Background: an optimization exercise with open tools, aiming at small area, a short achievable clock period and few clock cycles per item. Do not read the settings as production practice. The RTL was checked by simulation tests, not by an equivalence proof against the original design. No activity file was given, so power comes from the tool's default toggle rates.

// reg_file_ctrl
module reg_file_ctrl #(
    parameter int                DATA_W   = 32,
    parameter int                ADDR_W   = 8,
    parameter int                DEPTH    = 64,
    parameter int                RO_COUNT = 1,
    parameter logic [DATA_W-1:0] ID_VALUE = 32'hACC0_0001
) (
    input  logic                  clk,
    input  logic                  reset,
    input  logic                  req_valid,
    output logic                  req_ready,
    input  logic [1:0]            req_op,
    input  logic [ADDR_W-1:0]     req_addr,
    input  logic [DATA_W-1:0]     req_wdata,
    input  logic [DATA_W/8-1:0]   req_wstrb,
    output logic                  rsp_valid,
    input  logic                  rsp_ready,
    output logic [DATA_W-1:0]     rsp_rdata,
    output logic [3:0]            rsp_error,
    output logic [7:0]            err_count
);
Size in the first run: roughly 2,100 flip-flops, roughly 96 I/O pins.
clock: 8.0 ns
lec_check: 0
cap_margin: 20
core_margin: 2
core_utilization: 40
cts_cluster_diameter: 80
cts_cluster_size: 24
place_density: 0.45
setup_slack_margin: 4.8
slew_margin: 20
run.sh (not shown) runs the stock make flow with config.mk's settings and CLKGATE_MAP_FILE= SYNTH_SCRIPT=/design/flow/synth_recipe.tcl, a recipe that flattens the netlist after the stock synthesis.
Testbench counts at the start, summed over its fixed seeds: cycles 16,016, items 16,000.
Rerun with:
==> flow/config.mk (replaced) <==
export PLATFORM = sky130hd
export DESIGN_NAME = reg_file_ctrl
export DESIGN_NICKNAME = reg_file_ctrl
export VERILOG_FILES = /design/flow/design.v
export SDC_FILE = /design/flow/constraint.sdc
export NUM_CORES = 4
export LEC_CHECK = 0
export CAP_MARGIN = 10
export CORE_MARGIN = 2
export CORE_UTILIZATION = 50
export PLACE_DENSITY = 0.6
export SETUP_SLACK_MARGIN = 4.5
export SLEW_MARGIN = 10
With this change the flow finished but failed the layout checks on capacitance limit, slew limit. Cell count drops by about 5.6%. Utilization climbs by 12 points. Setup slack degrades by 0.060 ns. Power climbs by 8.5%.
Rerun with:
--- a/flow/config.mk
+++ b/flow/config.mk
@@ -7,7 +7,10 @@
 export LEC_CHECK = 0
-export CAP_MARGIN = 10
+export CAP_MARGIN = 20
 export CORE_MARGIN = 2
-export CORE_UTILIZATION = 50
-export PLACE_DENSITY = 0.6
-export SETUP_SLACK_MARGIN = 4.5
-export SLEW_MARGIN = 10
+export CORE_UTILIZATION = 30
+export CTS_BUF_LIST = sky130_fd_sc_hd__clkbuf_8
+export CTS_CLUSTER_DIAMETER = 60
+export CTS_CLUSTER_SIZE = 16
+export PLACE_DENSITY = 0.35
+export SETUP_SLACK_MARGIN = 4.8
+export SLEW_MARGIN = 20
=> The new run finished clean; total power fell by 8.5%; maximum frequency rose by 2.6%; worst setup slack improved by 0.095 ns; count of clock-buffer cells in the layout fell by 58; wire length rose by 27%; first-iteration DRC count fell by 30%.
Rerun with:
--- a/flow/config.mk
+++ b/flow/config.mk
@@ -10,7 +10,6 @@
 export CORE_UTILIZATION = 30
-export CTS_BUF_LIST = sky130_fd_sc_hd__clkbuf_8
-export CTS_CLUSTER_DIAMETER = 60
-export CTS_CLUSTER_SIZE = 16
+export CTS_CLUSTER_DIAMETER = 80
+export CTS_CLUSTER_SIZE = 24
 export PLACE_DENSITY = 0.35
-export SETUP_SLACK_MARGIN = 4.8
+export SETUP_SLACK_MARGIN = 4.5
 export SLEW_MARGIN = 20
The new run went through all stages and came out clean.
Global-route usage falls by 0.68 points.
Cell area is lower slightly.
Critical path depth went up by 4.
Wire length drops by a few percent.

reg_file_ctrl, a different RTL version from the one above (not shown whole).
For scale: roughly 4300 cells after synthesis, roughly 96 I/O pins.
Settings: LEC_CHECK=0, CAP_MARGIN=20, CORE_MARGIN=2, CORE_UTILIZATION=60, CTS_CLUSTER_DIAMETER=80, CTS_CLUSTER_SIZE=24, PLACE_DENSITY=0.65, SETUP_SLACK_MARGIN=4.8, SLEW_MARGIN=20; clock period 8.0 ns.
standard.sh (not shown) runs the stock make flow with config.mk's settings and CLKGATE_MAP_FILE= SYNTH_SCRIPT=/design/flow/synth_recipe.tcl, a recipe that flattens the netlist after the stock synthesis.
==> flow/flow/run.sh <==
#!/bin/bash
set -euo pipefail
cd "$(dirname "$0")/.."
export CTS_ARGS="-sink_clustering_enable -repair_clock_nets -sink_clustering_size 24 -sink_clustering_max_diameter 80 -dont_use_dummy_load"
export BUFFER_PORTS_ARGS="-buffer_cell sky130_fd_sc_hd__buf_1"
bash standard.sh finish > standard.log 2>&1
test -f out/final.def
The baseline passed the timing, DRC and antenna checks.
Testbench counts at the start, summed over its fixed seeds: cycles 16,016, items 16,000.
Next try:
--- a/flow/config.mk
+++ b/flow/config.mk
@@ -8,8 +8,8 @@
 export CAP_MARGIN = 20
 export CORE_MARGIN = 2
-export CORE_UTILIZATION = 60
+export CORE_UTILIZATION = 40
 export CTS_CLUSTER_DIAMETER = 80
 export CTS_CLUSTER_SIZE = 24
-export PLACE_DENSITY = 0.65
+export PLACE_DENSITY = 0.45
 export SETUP_SLACK_MARGIN = 4.8
 export SLEW_MARGIN = 20
Worst hold slack barely changes.
Global-route usage went down by 7.9 points.
Final area climbs by a few percent.
Utilization came out lower by 21 points.
Register-to-register slack is worse by 0.05 ns.
Setup slack gets worse by 0.015 ns.
Maximum frequency is lower slightly.
Next try:
==> flow/flow/run.sh (replaced) <==
#!/bin/bash
set -euo pipefail
cd "$(dirname "$0")/.."
export CTS_ARGS="-sink_clustering_enable -repair_clock_nets -sink_clustering_size 28 -sink_clustering_max_diameter 85 -dont_use_dummy_load"
export BUFFER_PORTS_ARGS="-buffer_cell sky130_fd_sc_hd__buf_1"
bash standard.sh finish > standard.log 2>&1
test -f out/final.def
--- a/flow/config.mk
+++ b/flow/config.mk
@@ -8,8 +8,8 @@
 export CAP_MARGIN = 20
 export CORE_MARGIN = 2
-export CORE_UTILIZATION = 40
-export CTS_CLUSTER_DIAMETER = 80
-export CTS_CLUSTER_SIZE = 24
-export PLACE_DENSITY = 0.45
+export CORE_UTILIZATION = 60
+export CTS_CLUSTER_DIAMETER = 85
+export CTS_CLUSTER_SIZE = 28
+export PLACE_DENSITY = 0.65
 export SETUP_SLACK_MARGIN = 4.8
 export SLEW_MARGIN = 20
After rerunning: Sequential cell count does not change; worst setup slack improves by 0.089 ns; clock skew falls by 0.014 ns; routed wire length is lower by 13%; design area is lower by 2.8%; global-route usage came out higher by 7.7 points; non-clock buffer count shrinks by 9; die area drops by 33%; hold slack stays flat; synthesized area does not change.

==> re-timing with driven ports <==
How much do the figures lean on ideal ports? The routed layouts below were timed once more, with nothing changed but the port constraints. Step 1, drivers: a clkbuf_16 drives clk and a buf_2 each remaining input, both assumed. Step 2, shift: input delay + t, output delay - t, t = (earliest + latest rising clock arrival at the registers) / 2. This alone moves slack from input paths to output paths. Slacks: ideal ports / drivers / drivers and shift; pairs: ideal ports / drivers.
run	t, ns	setup slack, ns	clock arrival spread, ns
the first run of note 1	0.906	4.376 / 4.325 / 4.258	0.037 / 0.038
the second run of note 1	0.930	4.316 / 4.316 / 4.316	0.029 / 0.029
the third run of note 1	1.119	4.410 / 4.360 / 4.232	0.066 / 0.067
the fourth run of note 1	0.941	4.362 / 4.360 / 4.238	0.038 / 0.038
the first run of note 2	0.782	4.391 / 4.338 / 4.338	0.060 / 0.060
the second run of note 2	0.855	4.375 / 4.329 / 4.329	0.067 / 0.067
the third run of note 2	0.789	4.465 / 4.403 / 4.403	0.054 / 0.054
The setup slack of the third run of note 1, which loses most, moves by -0.050 ns with the drivers and by -0.178 ns with both steps.
